Source: an optimization exercise on an open RTL-to-GDS flow (aim: small area and a short achievable clock period). Production flows keep margins and buffers that such runs may drop.
Where RTL was checked, it was by simulation tests only, not by an equivalence proof against the original.
No activity file was given, so power comes from the tool's default toggle rates.

## JK
Design bbox_top, start of the top module:
module bbox_top #(
    parameter int SIGFIG     = 24,
    parameter int RADIX      = 10,
    parameter int PIPE_DEPTH = 3
) (
    input  logic                clk,
    input  logic                rst_n,
    input  logic [9*SIGFIG-1:0] tri_in,
    input  logic [3*SIGFIG-1:0] color_in,
    input  logic                valid_in,
    input  logic                halt,
    input  logic [2*SIGFIG-1:0] screen,
    input  logic [3:0]          subsample,
    output logic [9*SIGFIG-1:0] tri_out,
    output logic [3*SIGFIG-1:0] color_out,
    output logic [4*SIGFIG-1:0] box_out,
    output logic                valid_out
);
Size: ~6,200 cells after synthesis, roughly 1,300 flip-flops, about 730 I/O pins, ~83,000 um^2 of cells after synthesis.
Settings: LEC_CHECK=0, ABC_CLOCK_PERIOD_IN_PS=4000, CAP_MARGIN=20, CORE_MARGIN=2, CORE_UTILIZATION=55, CTS_CLUSTER_DIAMETER=80, CTS_CLUSTER_SIZE=25, SLEW_MARGIN=20, SYNTH_HIERARCHICAL=1; clock period 15.0 ns.
standard.sh (not shown) runs the stock make flow with config.mk's settings and CLKGATE_MAP_FILE= SYNTH_SCRIPT=/design/flow/synth_recipe.tcl, a recipe that flattens the netlist after the stock synthesis.
==> flow/flow/run.sh <==
#!/bin/bash
# The standard layout (standard.sh, synthesis unchanged), with three changes:
#  - every port still gets its buffer, but a plain buf_1 rather than the delay
#    buffer buffer_ports picks by default; timing repair resizes it as needed
#  - timing repair up to clock tree synthesis is asked to leave extra setup
#    slack, so the resizer works on the paths that set the achieved period
#  - after global routing, timing repair only fixes real violations
set -euo pipefail
PORTS="BUFFER_PORTS_ARGS=-buffer_cell sky130_fd_sc_hd__buf_1"
bash standard.sh SETUP_SLACK_MARGIN=11.1 TNS_END_PERCENT=30 "$PORTS" cts > make_cts.log 2>&1
bash standard.sh "$PORTS" finish > make_finish.log 2>&1
Input changes introduced in MS (baseline for comparison: JK):
- changing CORE_UTILIZATION from 55 to 45
==> flow/flow/run.sh <==
#!/bin/bash
# The standard layout (standard.sh, synthesis unchanged), with two changes:
#  - every port still gets its buffer, but a plain buf_1 rather than the delay
#    buffer buffer_ports picks by default; timing repair resizes it as needed
#  - timing repair is asked to leave extra setup slack, so the resizer works
#    on the paths that set the achieved period
set -euo pipefail
bash standard.sh SETUP_SLACK_MARGIN=11.1 TNS_END_PERCENT=30 \
    "BUFFER_PORTS_ARGS=-buffer_cell sky130_fd_sc_hd__buf_1" finish > make_finish.log 2>&1
Results
Every run (MS and JK) finished clean. The horizontal extent of the die of MS is higher than that of JK. For JK, the timing endpoint of the critical path was row1_1[19], unlike MS, where it was row1_1[24]. Compared with JK, in MS overall power of the completed layout up 0.0011 W, global routing usage on met2 down 8.2 points, via count up 3.9%, final estimated routing congestion in global placement up about 0.4%, final non-filler cell total up 6.2%. Simple-gate portion of the synthesized area: MS vs JK identical. Diff JK..MS | clock latency reported for the late side of the worst-skew pair | negligible. Count of input and output buffers came out exactly the same in MS and JK.
Function was not checked in any run of this note: the RTL went through the layout flow alone.

bbox_top, a different RTL version from the one above (not shown whole).
For scale: roughly 6400 cells after synthesis, ~1400 flip-flops, roughly 730 I/O pins.
Design bbox_top, start of the top module:
module bbox_top #(
    parameter int SIGFIG     = 24,
    parameter int RADIX      = 10,
    parameter int PIPE_DEPTH = 3
) (
    input  logic                clk,
    input  logic                rst_n,
    input  logic [9*SIGFIG-1:0] tri_in,
    input  logic [3*SIGFIG-1:0] color_in,
    input  logic                valid_in,
    input  logic                halt,
    input  logic [2*SIGFIG-1:0] screen,
    input  logic [3:0]          subsample,
    output logic [9*SIGFIG-1:0] tri_out,
    output logic [3*SIGFIG-1:0] color_out,
    output logic [4*SIGFIG-1:0] box_out,
    output logic                valid_out
);
Settings: LEC_CHECK=0, ABC_CLOCK_PERIOD_IN_PS=4000, CAP_MARGIN=20, CORE_MARGIN=2, CORE_UTILIZATION=50, CTS_CLUSTER_DIAMETER=80, CTS_CLUSTER_SIZE=25, SLEW_MARGIN=20, SYNTH_HIERARCHICAL=1; clock period 15.0 ns.
==> flow/flow/run.sh <==
#!/bin/bash
# The standard layout (standard.sh, synthesis unchanged), with two changes:
#  - every port still gets its buffer, but a plain buf_1 rather than the delay
#    buffer buffer_ports picks by default; timing repair resizes it as needed
#  - timing repair is asked to leave extra setup slack, so the resizer works
#    on the paths that set the achieved period
set -euo pipefail
bash standard.sh SETUP_SLACK_MARGIN=10.9 TNS_END_PERCENT=30 \
    "BUFFER_PORTS_ARGS=-buffer_cell sky130_fd_sc_hd__buf_1" finish > make_finish.log 2>&1
Change:
--- a/flow/flow/run.sh
+++ b/flow/flow/run.sh
@@ -8 +8 @@
-bash standard.sh SETUP_SLACK_MARGIN=10.9 TNS_END_PERCENT=30 \
+bash standard.sh SETUP_SLACK_MARGIN=11.3 TNS_END_PERCENT=30 \
Result:
- worst setup slack stays flat
- die area is unchanged
- via count increases by 1.2%
- global-route usage grows by 0.36 points
- sequential share of layout area falls by 1.9 points
- area after synthesis is unchanged
- utilization rises by 2.6 points
- routed wire length went up by 2.1%
Change:
--- a/flow/flow/run.sh
+++ b/flow/flow/run.sh
@@ -8 +8 @@
-bash standard.sh SETUP_SLACK_MARGIN=11.3 TNS_END_PERCENT=30 \
+bash standard.sh SETUP_SLACK_MARGIN=11.1 TNS_END_PERCENT=30 \
Result: Total power shrinks by about 0.6%. Flip-flop and latch count stays the same. Utilization shrinks by 1.9 points. Combinational power barely changes. First-iteration DRC count is about the same. Sequential share of layout area grows by 1.4 points. Synthesized cell count is unchanged. Setup slack improved by 0.0034 ns. Clock skew grows by 0.0034 ns.

Setup of juniper:
bbox_top again, from the RTL that the note above started with.
export LEC_CHECK = 0
export ABC_CLOCK_PERIOD_IN_PS = 4000
export CAP_MARGIN = 20
export CORE_MARGIN = 2
export CORE_UTILIZATION = 45
export CTS_CLUSTER_DIAMETER = 80
export CTS_CLUSTER_SIZE = 25
export SLEW_MARGIN = 20
export SYNTH_HIERARCHICAL = 1
create_clock -name core_clock -period 15.0 [get_ports {clk}]
==> flow/flow/run.sh <==
#!/bin/bash
# The standard layout (standard.sh, synthesis unchanged), with two changes:
#  - every port still gets its buffer, but a plain buf_1 rather than the delay
#    buffer buffer_ports picks by default; timing repair resizes it as needed
#  - timing repair is asked to leave extra setup slack, so the resizer works
#    on the paths that set the achieved period
set -euo pipefail
bash standard.sh SETUP_SLACK_MARGIN=11.1 TNS_END_PERCENT=50 \
    "BUFFER_PORTS_ARGS=-buffer_cell sky130_fd_sc_hd__buf_1" finish > make_finish.log 2>&1
juniper finished all stages; the layout is clean.
diff inputs: juniper => onyx
- swapping 45 for 50 in CORE_UTILIZATION
diff --git a/flow/flow/run.sh b/flow/flow/run.sh
--- a/flow/flow/run.sh
+++ b/flow/flow/run.sh
@@ -6,4 +6,4 @@
 #    on the paths that set the achieved period
 set -euo pipefail
-bash standard.sh SETUP_SLACK_MARGIN=11.1 TNS_END_PERCENT=50 \
+bash standard.sh SETUP_SLACK_MARGIN=10.9 TNS_END_PERCENT=15 \
     "BUFFER_PORTS_ARGS=-buffer_cell sky130_fd_sc_hd__buf_1" finish > make_finish.log 2>&1
[summary]
onyx finished all stages; the layout is clean. Across both runs, number of cells on the worst reg-to-reg path was lower for onyx than for juniper. Delta (onyx minus juniper): setup slack +0.091 ns, total wire length -about 4%, total power -about 3%, part of the total power dissipated in the clock network +0.7 points. juniper has lower sequential power share than onyx. Delta (onyx minus juniper): worst-case setup slack after placement went down 0.31 ns; via count fell by 800.

==> what the ideal ports hide <==
Ports are ideal in the flow. The routed layouts listed here were re-timed in OpenROAD. Step 1: set_driving_cell puts a clkbuf_16 on clk and a buf_2 on each other input, an assumption about the parent block. Step 2 times the ports against the registers' clock, not the clock port: input delays grow and output delays shrink by t, the midpoint of the rising clock arrivals with the driver on. Slacks: no drivers / after step 1 / after step 2; pairs: no drivers / after step 1.
run | t, ns | setup WS [ns] | latest minus earliest clock arrival (ns)
JK | 0.814 | 10.495 / 10.489 / 9.846 | 0.087 / 0.087
MS | 0.826 | 10.509 / 10.481 / 9.900 | 0.066 / 0.066
the first run of note 2 | 0.829 | 10.624 / 10.543 / 9.980 | 0.060 / 0.060
the second run of note 2 | 0.831 | 10.625 / 10.544 / 10.116 | 0.062 / 0.062
the third run of note 2 | 0.829 | 10.629 / 10.547 / 9.957 | 0.066 / 0.066
juniper | 0.820 | 10.531 / 10.447 / 10.166 | 0.066 / 0.066
onyx | 0.830 | 10.622 / 10.540 / 9.915 | 0.059 / 0.060
After both steps every run listed still meets setup and hold. For onyx, which loses most, drivers alone change the setup slack by -0.082 ns; drivers and shift together by -0.707 ns.
